Background: an optimization exercise with open tools, aiming at small area, a short achievable clock period and few clock cycles. Do not read the settings as production practice. The RTL was checked by simulation tests, not by an equivalence proof against the original design.

File: flow/design.v
`default_nettype none
package bpa_pkg;
    localparam int MAP_WORDS = 16;
    localparam int WORD_BITS = 32;
    localparam int KIND_W   = 2;
    localparam int PAGE_W   = 9;
    localparam int COUNT_W  = 10;
    localparam int STATUS_W = 2;
    localparam logic [KIND_W-1:0] KIND_ALLOC = 2'd0;
    localparam logic [KIND_W-1:0] KIND_FREE  = 2'd1;
    localparam logic [KIND_W-1:0] KIND_INIT  = 2'd2;
    localparam logic [STATUS_W-1:0] ST_OK       = 2'd0;
    localparam logic [STATUS_W-1:0] ST_NO_FREE  = 2'd1;
    localparam logic [STATUS_W-1:0] ST_BAD_PAGE = 2'd2;
    localparam logic REG_FIRST_USABLE = 1'b0;
    localparam logic REG_PAGE_COUNT   = 1'b1;
    localparam logic [COUNT_W-1:0] TOTAL_MAX = 10'd1023;
    typedef struct packed {
        logic accept;
        logic set_nofree;
        logic set_bad;
        logic step;
        logic scan;
        logic alloc_wr;
        logic free_wr;
        logic init_wr;
        logic init_done;
        logic load_out;
    } bpa_cmd_t;
    typedef struct packed {
        logic total_zero;
        logic page_bad;
        logic seek_hit;
        logic word_last;
        logic scan_found;
        logic scan_empty;
        logic out_free;
    } bpa_sts_t;
endpackage
`default_nettype wire
`default_nettype none
import bpa_pkg::*;
module bpa_ctrl
(
    input  wire logic              clk,
    input  wire logic              rst_n,
    input  wire logic              in_valid,
    output logic                   in_ready,
    input  wire logic [bpa_pkg::KIND_W-1:0] kind,
    input  wire bpa_pkg::bpa_sts_t          sts,
    output bpa_pkg::bpa_cmd_t               cmd
);
    typedef enum logic [5:0] {
        S_IDLE = 6'b000001,
        S_SCAN = 6'b000010,
        S_SEEK = 6'b000100,
        S_FWR  = 6'b001000,
        S_INIT = 6'b010000,
        S_RESP = 6'b100000
    } state_t;
    state_t state_reg;
    state_t state_next;
    assign in_ready = (state_reg == S_IDLE);
    always_comb
    begin
        state_next = state_reg;
        cmd        = '0;
        unique case (state_reg)
            S_IDLE:
            begin
                if (in_valid)
                begin
                    cmd.accept = 1'b1;
                    unique case (kind)
                        KIND_ALLOC:
                        begin
                            if (sts.total_zero)
                            begin
                                cmd.set_nofree = 1'b1;
                                state_next     = S_RESP;
                            end
                            else
                            begin
                                state_next = S_SCAN;
                            end
                        end
                        KIND_FREE:
                        begin
                            if (sts.page_bad)
                            begin
                                cmd.set_bad = 1'b1;
                                state_next  = S_RESP;
                            end
                            else
                            begin
                                state_next = S_SEEK;
                            end
                        end
                        KIND_INIT:
                        begin
                            state_next = S_INIT;
                        end
                        default:
                        begin
                            state_next = S_RESP;
                        end
                    endcase
                end
            end
            S_SCAN:
            begin
                cmd.scan = 1'b1;
                cmd.step = 1'b1;
                if (sts.scan_found)
                begin
                    cmd.alloc_wr = 1'b1;
                    state_next   = S_RESP;
                end
                else if (sts.scan_empty)
                begin
                    cmd.set_nofree = 1'b1;
                    state_next     = S_RESP;
                end
            end
            S_SEEK:
            begin
                if (sts.seek_hit)
                begin
                    state_next = S_FWR;
                end
                else
                begin
                    cmd.step = 1'b1;
                end
            end
            S_FWR:
            begin
                cmd.free_wr = 1'b1;
                state_next  = S_RESP;
            end
            S_INIT:
            begin
                cmd.init_wr = 1'b1;
                cmd.step    = 1'b1;
                if (sts.word_last)
                begin
                    cmd.init_done = 1'b1;
                    state_next    = S_RESP;
                end
            end
            S_RESP:
            begin
                if (sts.out_free)
                begin
                    cmd.load_out = 1'b1;
                    state_next   = S_IDLE;
                end
            end
            default:
            begin
                state_next = S_IDLE;
            end
        endcase
    end
    always_ff @(posedge clk or negedge rst_n)
    begin
        if (!rst_n)
        begin
            state_reg <= S_IDLE;
        end
        else
        begin
            state_reg <= state_next;
        end
    end
endmodule
`default_nettype wire
`default_nettype none
import bpa_pkg::*;
module bpa_dp
(
    input  wire logic                clk,
    input  wire logic                rst_n,
    input  wire logic [bpa_pkg::PAGE_W-1:0]   page,
    input  wire logic [bpa_pkg::PAGE_W-1:0]   first_usable,
    input  wire logic [bpa_pkg::COUNT_W-1:0]  page_count,
    input  wire bpa_pkg::bpa_cmd_t            cmd,
    output bpa_pkg::bpa_sts_t                 sts,
    input  wire logic                out_ready,
    output logic                     out_valid,
    output logic [bpa_pkg::STATUS_W-1:0]      status,
    output logic [bpa_pkg::PAGE_W-1:0]        alloc_page,
    output logic [bpa_pkg::COUNT_W-1:0]       free_pages
);
    localparam int CAPACITY = MAP_WORDS * WORD_BITS;
    localparam int WB_W     = $clog2(WORD_BITS);
    localparam int W_W      = (MAP_WORDS > 1) ? $clog2(MAP_WORDS) : 1;
    localparam int AW       = $clog2(CAPACITY + 1024);
    localparam logic [W_W-1:0] LAST_WORD = W_W'(MAP_WORDS - 1);
    localparam logic [AW-1:0]  CAP_A     = AW'(CAPACITY);
    localparam logic [AW-1:0]  WB_A      = AW'(WORD_BITS);
    logic [WORD_BITS-1:0] mem [MAP_WORDS];
    logic [MAP_WORDS-1:0] wvalid_reg;
    logic [MAP_WORDS-1:0] wvalid_next;
    logic [W_W-1:0]       w_reg, w_next;
    logic [AW-1:0]        base_reg, base_next;
    logic [PAGE_W-1:0]    page_reg, page_next;
    logic [COUNT_W-1:0]   total_reg, total_next;
    logic [STATUS_W-1:0]  st_reg, st_next;
    logic [PAGE_W-1:0]    given_reg, given_next;
    logic [WORD_BITS-1:0] q_reg;
    logic                 qv_reg;
    logic [W_W-1:0]       q_w_reg;
    logic [AW-1:0]        q_base_reg;
    logic                 q_vld_reg;
    logic                 out_valid_reg, out_valid_next;
    logic [STATUS_W-1:0]  out_st_reg;
    logic [PAGE_W-1:0]    out_page_reg;
    logic [COUNT_W-1:0]   out_total_reg;
    logic [AW-1:0]        limit_a;
    logic [COUNT_W-1:0]   limit;
    logic [AW-1:0]        first_a;
    logic [COUNT_W-1:0]   init_count;
    logic [WORD_BITS-1:0] q_data;
    logic [WORD_BITS-1:0] q_low;
    logic [WB_W-1:0]      q_idx;
    logic [AW-1:0]        alloc_pos;
    logic [AW-1:0]        page_a;
    logic [AW-1:0]        page_off;
    logic [WORD_BITS-1:0] init_mask;
    logic                 wr_en;
    logic [W_W-1:0]       wr_addr;
    logic [WORD_BITS-1:0] wr_data;
    function automatic logic [WB_W-1:0] onehot_index(input logic [WORD_BITS-1:0] oh);
        logic [WB_W-1:0] idx;
        idx = '0;
        for (int k = 0; k < WB_W; k++)
        begin
            for (int b = 0; b < WORD_BITS; b++)
            begin
                idx[k] = idx[k] | (oh[b] & ((b >> k) & 1) == 1);
            end
        end
        onehot_index = idx;
    endfunction
    assign limit_a    = (AW'(page_count) > CAP_A) ? CAP_A : AW'(page_count);
    assign limit      = limit_a[COUNT_W-1:0];
    assign first_a    = AW'(first_usable);
    assign init_count = (AW'(first_usable) < limit_a) ?
                        COUNT_W'(limit_a - first_a) : '0;
    assign q_data    = qv_reg ? q_reg : '0;
    assign q_low     = q_data & (~q_data + WORD_BITS'(1));
    assign q_idx     = onehot_index(q_low);
    assign alloc_pos = q_base_reg + AW'(q_idx);
    assign page_a   = AW'(page_reg);
    assign page_off = page_a - base_reg;
    always_comb
    begin
        logic [AW-1:0] pos;
        init_mask = '0;
        for (int b = 0; b < WORD_BITS; b++)
        begin
            pos          = base_reg + AW'(b);
            init_mask[b] = (pos >= first_a) && (pos < limit_a);
        end
    end
    always_comb
    begin
        sts.total_zero = (total_reg == '0);
        sts.page_bad   = (COUNT_W'(page) >= limit);
        sts.seek_hit   = (page_a < (base_reg + WB_A));
        sts.word_last  = (w_reg == LAST_WORD);
        sts.scan_found = q_vld_reg && (q_data != '0);
        sts.scan_empty = q_vld_reg && (q_data == '0) && (q_w_reg == LAST_WORD);
        sts.out_free   = !out_valid_reg || out_ready;
    end
    always_comb
    begin
        wr_en   = 1'b0;
        wr_addr = w_reg;
        wr_data = init_mask;
        if (cmd.init_wr)
        begin
            wr_en = 1'b1;
        end
        else if (cmd.alloc_wr)
        begin
            wr_en   = 1'b1;
            wr_addr = q_w_reg;
            wr_data = q_data & ~q_low;
        end
        else if (cmd.free_wr)
        begin
            wr_en   = 1'b1;
            wr_data = q_data | (WORD_BITS'(1) << page_off[WB_W-1:0]);
        end
    end
    always_ff @(posedge clk)
    begin
        if (wr_en)
        begin
            mem[wr_addr] <= wr_data;
        end
        q_reg      <= mem[w_reg];
        q_w_reg    <= w_reg;
        q_base_reg <= base_reg;
    end
    always_comb
    begin
        w_next      = w_reg;
        base_next   = base_reg;
        page_next   = page_reg;
        total_next  = total_reg;
        st_next     = st_reg;
        given_next  = given_reg;
        wvalid_next = wvalid_reg;
        if (wr_en)
        begin
            wvalid_next[wr_addr] = 1'b1;
        end
        if (cmd.accept)
        begin
            w_next     = '0;
            base_next  = '0;
            page_next  = page;
            given_next = '0;
            st_next    = ST_OK;
        end
        else if (cmd.step && (w_reg != LAST_WORD))
        begin
            w_next    = w_reg + W_W'(1);
            base_next = base_reg + WB_A;
        end
        if (cmd.set_bad)
        begin
            st_next = ST_BAD_PAGE;
        end
        else if (cmd.set_nofree)
        begin
            st_next = ST_NO_FREE;
        end
        if (cmd.alloc_wr)
        begin
            given_next = alloc_pos[PAGE_W-1:0];
            total_next = total_reg - COUNT_W'(1);
        end
        if (cmd.free_wr && (total_reg != TOTAL_MAX))
        begin
            total_next = total_reg + COUNT_W'(1);
        end
        if (cmd.init_done)
        begin
            total_next = init_count;
        end
    end
    always_ff @(posedge clk)
    begin
        page_reg  <= page_next;
        st_reg    <= st_next;
        given_reg <= given_next;
        w_reg     <= w_next;
        base_reg  <= base_next;
    end
    always_ff @(posedge clk or negedge rst_n)
    begin
        if (!rst_n)
        begin
            wvalid_reg <= '0;
            total_reg  <= '0;
            q_vld_reg  <= 1'b0;
            qv_reg     <= 1'b0;
        end
        else
        begin
            wvalid_reg <= wvalid_next;
            total_reg  <= total_next;
            q_vld_reg  <= cmd.scan;
            qv_reg     <= wvalid_reg[w_reg];
        end
    end
    always_comb
    begin
        out_valid_next = out_valid_reg;
        if (cmd.load_out)
        begin
            out_valid_next = 1'b1;
        end
        else if (out_ready)
        begin
            out_valid_next = 1'b0;
        end
    end
    always_ff @(posedge clk or negedge rst_n)
    begin
        if (!rst_n)
        begin
            out_valid_reg <= 1'b0;
        end
        else
        begin
            out_valid_reg <= out_valid_next;
        end
    end
    always_ff @(posedge clk)
    begin
        if (cmd.load_out)
        begin
            out_st_reg    <= st_reg;
            out_page_reg  <= given_reg;
            out_total_reg <= total_reg;
        end
    end
    assign out_valid  = out_valid_reg;
    assign status     = out_st_reg;
    assign alloc_page = out_page_reg;
    assign free_pages = out_total_reg;
endmodule
`default_nettype wire
`default_nettype none
import bpa_pkg::*;
module bitmap_page_allocator_top
(
    input  wire logic                clk,
    input  wire logic                rst_n,
    input  wire logic                in_valid,
    output logic                     in_ready,
    input  wire logic [bpa_pkg::KIND_W-1:0]   kind,
    input  wire logic [bpa_pkg::PAGE_W-1:0]   page,
    output logic                     out_valid,
    input  wire logic                out_ready,
    output logic [bpa_pkg::STATUS_W-1:0]      status,
    output logic [bpa_pkg::PAGE_W-1:0]        alloc_page,
    output logic [bpa_pkg::COUNT_W-1:0]       free_pages,
    input  wire logic                cfg_valid,
    output logic                     cfg_ready,
    input  wire logic                cfg_index,
    input  wire logic [bpa_pkg::COUNT_W-1:0]  cfg_data
);
    logic [PAGE_W-1:0]  first_usable_reg, first_usable_next;
    logic [COUNT_W-1:0] page_count_reg, page_count_next;
    bpa_pkg::bpa_cmd_t  cmd;
    bpa_pkg::bpa_sts_t  sts;
    assign cfg_ready = 1'b1;
    always_comb
    begin
        first_usable_next = first_usable_reg;
        page_count_next   = page_count_reg;
        if (cfg_valid)
        begin
            unique case (cfg_index)
                REG_FIRST_USABLE: first_usable_next = cfg_data[PAGE_W-1:0];
                REG_PAGE_COUNT:   page_count_next   = cfg_data;
                default:          page_count_next   = page_count_reg;
            endcase
        end
    end
    always_ff @(posedge clk or negedge rst_n)
    begin
        if (!rst_n)
        begin
            first_usable_reg <= PAGE_W'(1);
            page_count_reg   <= COUNT_W'(512);
        end
        else
        begin
            first_usable_reg <= first_usable_next;
            page_count_reg   <= page_count_next;
        end
    end
    bpa_ctrl u_ctrl (
        .clk      (clk),
        .rst_n    (rst_n),
        .in_valid (in_valid),
        .in_ready (in_ready),
        .kind     (kind),
        .sts      (sts),
        .cmd      (cmd)
    );
    bpa_dp u_dp (
        .clk          (clk),
        .rst_n        (rst_n),
        .page         (page),
        .first_usable (first_usable_reg),
        .page_count   (page_count_reg),
        .cmd          (cmd),
        .sts          (sts),
        .out_ready    (out_ready),
        .out_valid    (out_valid),
        .status       (status),
        .alloc_page   (alloc_page),
        .free_pages   (free_pages)
    );
endmodule
`default_nettype wire
File: flow/run.sh
#!/bin/bash
# synth_recipe.tcl (not shown) runs the flow's synth.tcl, then flattens the netlist and writes it again
# the make line also repeats each setting of config.mk as NAME=value (left out here)
make -C /OpenROAD-flow-scripts/flow DESIGN_CONFIG=/design/flow/config.mk WORK_HOME=/design/flow/orfs CLKGATE_MAP_FILE= SYNTH_SCRIPT=/design/flow/synth_recipe.tcl finish
File: flow/config.mk
export PLATFORM = sky130hd
export DESIGN_NAME = bitmap_page_allocator_top
export DESIGN_NICKNAME = bitmap_page_allocator_top
export VERILOG_FILES = /design/flow/design.v
export SDC_FILE = /design/flow/constraint.sdc
export NUM_CORES = 4
export LEC_CHECK = 0
export CAP_MARGIN = 20
export CORE_MARGIN = 2
export CORE_UTILIZATION = 40
export SLEW_MARGIN = 20
File: flow/constraint.sdc
create_clock -name core_clock -period 5.0 [get_ports {clk}]
set_input_delay 1.0000 -clock core_clock [delete_from_list [all_inputs] [get_ports {clk}]]
set_output_delay 1.0000 -clock core_clock [all_outputs]
set_load 0.01 [all_outputs]
==> flow_metrics.env <==
export IMPL_fp_row_count=97
export IMPL_tightest_slew_ps=1225
export IMPL_path_buf_inv=1
export IMPL_num_antenna_cells=0
export IMPL_synth_top_family_by_area="multiplexers"
export IMPL_clkLatencyLatePin_ps=610
export IMPL_wirelength_mm=71.61
export IMPL_ys_ff_latch=657
export IMPL_root_buffer="clkbuf_16"
export IMPL_fin_worst_skew_ps=23.60
export IMPL_gp_congestion=0.9188
export IMPL_fin_crit_ps=4492
export IMPL_cp_start_kind="flip-flop"
export IMPL_post_cts_setup_buffers=0
export IMPL_largest_reg_flops=512
export IMPL_synth_simple_gate_area_frac=0.06206
export IMPL_syn_to_final_growth_pct=15.43
export IMPL_yosysWarnings=3
export IMPL_synth_compound_area_frac=0.07805
export IMPL_synthArstFlopShare=0.08219
export IMPL_synth_most_common_cell="edfxtp_1"
export IMPL_crit_chain="nor4_1 > nand4_2 > or4_1 > and2_4 > mux2i_1 > ha_1 > nand2_1 > nor2_4 > buf_12"
export IMPL_grt_max_degree=137
export IMPL_die_x_um=270.1
export IMPL_tns_ps=0
export IMPL_powerDensity_nw_per_um2=501.2
export IMPL_cpPeakStageDelay_ps=740
export IMPL_vdd_drop_max_uv=354.1
export IMPL_fmax_mhz=222.6
export IMPL_synth_fa_ha_area_frac=0.02571
export IMPL_netlist_top_cells_count="edfxtp_1, mux4_2, nand2_1"
export IMPL_clk_pin_slew_ps=70
export IMPL_cts_max_path_buffers=3
export IMPL_cts_sinks=657
export IMPL_drtAntennaViolNets=0
export IMPL_cap_violations=0
export IMPL_finalSetupViolCount=0
export IMPL_rsz0062_at_grt="false"
export IMPL_viasPerCell=5.815
export IMPL_worstPathMaxFanout=21
export IMPL_grtUsageTotal=0.1970
export IMPL_yosys_mux_area_fraction=0.1378
export IMPL_dieArea_um2=72960
export IMPL_port_buffer_count=49
export IMPL_synth_flop_cell="edfxtp_1"
export IMPL_fill_cells=5957
export IMPL_grt_pass1_vias=16300
export IMPL_synth_area_leader_cell="edfxtp_1"
export IMPL_slowest_stage="or4_1"
export IMPL_yosysSeqAreaShare=0.6687
export IMPL_core_um2=70030
export IMPL_leakage_nw=10.99
export IMPL_critPathKind="reg -> reg"
export IMPL_vias=16490
export IMPL_crit_family="simple AND/OR/NAND/NOR gates"
export IMPL_drt_iter0_markers=1761
export IMPL_synth_cell_types=86
export IMPL_antenna_found_initial=1
export IMPL_power_total_mw=16.39
export IMPL_cts_htree_levels=3
export IMPL_drv_slew=0
export IMPL_final_nets=1923
export IMPL_cts_hold_fix_buffers=0
export IMPL_wl_per_cell_um=25.25
export IMPL_cp_arrival_ps=4790
export IMPL_utilization=0.4669
export IMPL_numCtsBuffers=70
export IMPL_status="complete, no violations"
export IMPL_cts_tree="done"
export IMPL_endpoint_kind="flip-flop"
export IMPL_cts_resized=0
export IMPL_cp_data_required_time_ps=5300
export IMPL_start_util=0.4045
export IMPL_final_layout_size_suffix_gt1_frac=0.2083
export IMPL_grt_overflow_total=0
export IMPL_maxSlewHeadroom=0.1727
export IMPL_synth_edf_count=551
export IMPL_synth_cells=1740
export IMPL_pin_count=51
export IMPL_drc=0
export IMPL_place_hpwl_mm=48.42
export IMPL_hold_class="reg -> reg"
export IMPL_yosysTopAreaCellShare=0.5841
export IMPL_grt_pass1_wl_mm=108.2
export IMPL_die_h_um=270.1
export IMPL_first_pass_iters=5
export IMPL_fin_crit_sh=0.8984
export IMPL_hold_violations=0
export IMPL_synthXorXnorAreaFrac=0.008569
export IMPL_yosys_top_cells_area="edfxtp_1, mux4_2, dfrtp_1"
export IMPL_syn_num_nets=1824
export IMPL_syn_cell_area_um2=28330
export IMPL_synth_avg_cell_area_um2=16.28
[path summary, 6_finish.rpt]
| kind | cells past startpoint | start | end | slack, ps |
|---|---|---|---|---|
| min in group asynchronous | 2 | rst_n | u_ctrl.state_reg[4] | 550 |
| hold / removal | 0 | u_dp.given_reg[5] | u_dp.out_page_reg[5] | 420 |
| setup / recovery | 9 | u_dp.q_reg[9] | u_dp.mem[0][19] | 510 |
| max in group asynchronous | 2 | rst_n | u_dp.qv_reg | 3920 |
| hold reg to reg | 0 | u_dp.given_reg[5] | u_dp.out_page_reg[5] | 420 |
| setup reg to reg | 9 | u_dp.q_reg[9] | u_dp.mem[0][19] | 510 |
[routing by layer]
layer / wire length (um) / part of all wire / track usage
met5: 0 / 0 / 0
met4: 1746 / 0.024 / 0.05936
met3: 4325 / 0.060 / 0.03032
met2: 33220 / 0.46 / 0.3036
met1: 32330 / 0.45 / 0.2893
[cell usage in the layout (no fill, tap or decap), types with 11 or more instances in the layout]
cell type,count
a211oi_1,13
a21oi_1,75
a221oi_1,17
a31o_1,12
a31oi_1,27
buf_12,12
buf_4,49
clkbuf_1,14
clkbuf_16,73
clkdlybuf4s50_1,48
clkinv_1,13
dfrtp_1,50
dfxtp_1,49
edfxtp_1,551
ha_1,55
inv_1,50
mux4_2,165
nand2_1,103
nand2b_1,11
nand3_1,33
nor2_1,74
nor2b_4,12
nor3_1,29
nor4_1,11
o21ai_0,74
xnor2_1,18
[power by group]
group          total (mW)  switching (mW)  internal (mW)
combinational        4.21            2.48           1.72
sequential           7.06           0.427           6.63
clock                5.12            2.15           2.97
[cell type report]
class | instances | area (um2) | share of cell area
flip-flops and latches | 657 | 18950 | 0.5796
multi-input cells | 949 | 8987 | 0.2749
repair buffers | 110 | 1094 | 0.03344
well taps | 940 | 1176 | 0.03597
inverters | 51 | 191.4 | 0.005855
clock inverters | 38 | 362.8 | 0.01110
clock buffers | 91 | 1934 | 0.05916
[stage by stage]
step	setup WS [ps]	hold WS, ps	instances	cell area (um2)
after floorplan	293.8	329.0	1740	28330
after global placement	688.1	409.1	2707	30390
after detailed placement	534.4	411.1	2707	30400
after CTS	500.7	425.2	2836	32700
after global routing	183.5	431.1	2836	32700
final	508.0	422.1	2836	32700
[cells by family after synthesis]
| logic type | count (synthesis) |
|---|---|
| adder cells (fa/ha/maj) | 57 |
| AO/OA/AOI/OAI | 332 |
| XOR/XNOR | 26 |
| buffers and inverters | 134 |
| AND/OR/NAND/NOR | 353 |
| multiplexers | 180 |
| other | 1 |
| flip-flops | 657 |
Testbench counts, summed over its fixed seeds: cycles 60,521.

[afterwards: timing with drivers on the ports]
How much do the figures lean on ideal ports? The routed layout below was timed once more, with nothing changed but the port constraints.
Step 1: set_driving_cell puts a clkbuf_16 on clk and a buf_2 on each other input, an assumption about the parent block.
Step 2 adds t to the input delays and takes it off the output delays; t is the mean of the earliest and latest rising clock arrival at the registers after step 1. Input paths then give back, and output paths get back, about the clock's delay inside the block.
a / b / c = no drivers / after step 1 / after step 2; a / b = the first two.
t, ns: 0.665
setup slack, ns: 0.508 / 0.508 / 0.508
worst setup path at the end: register to register
After both steps setup and hold are still met in this run. The setup slack of this run moves by 0.000 ns with the drivers and by 0.000 ns with both steps.
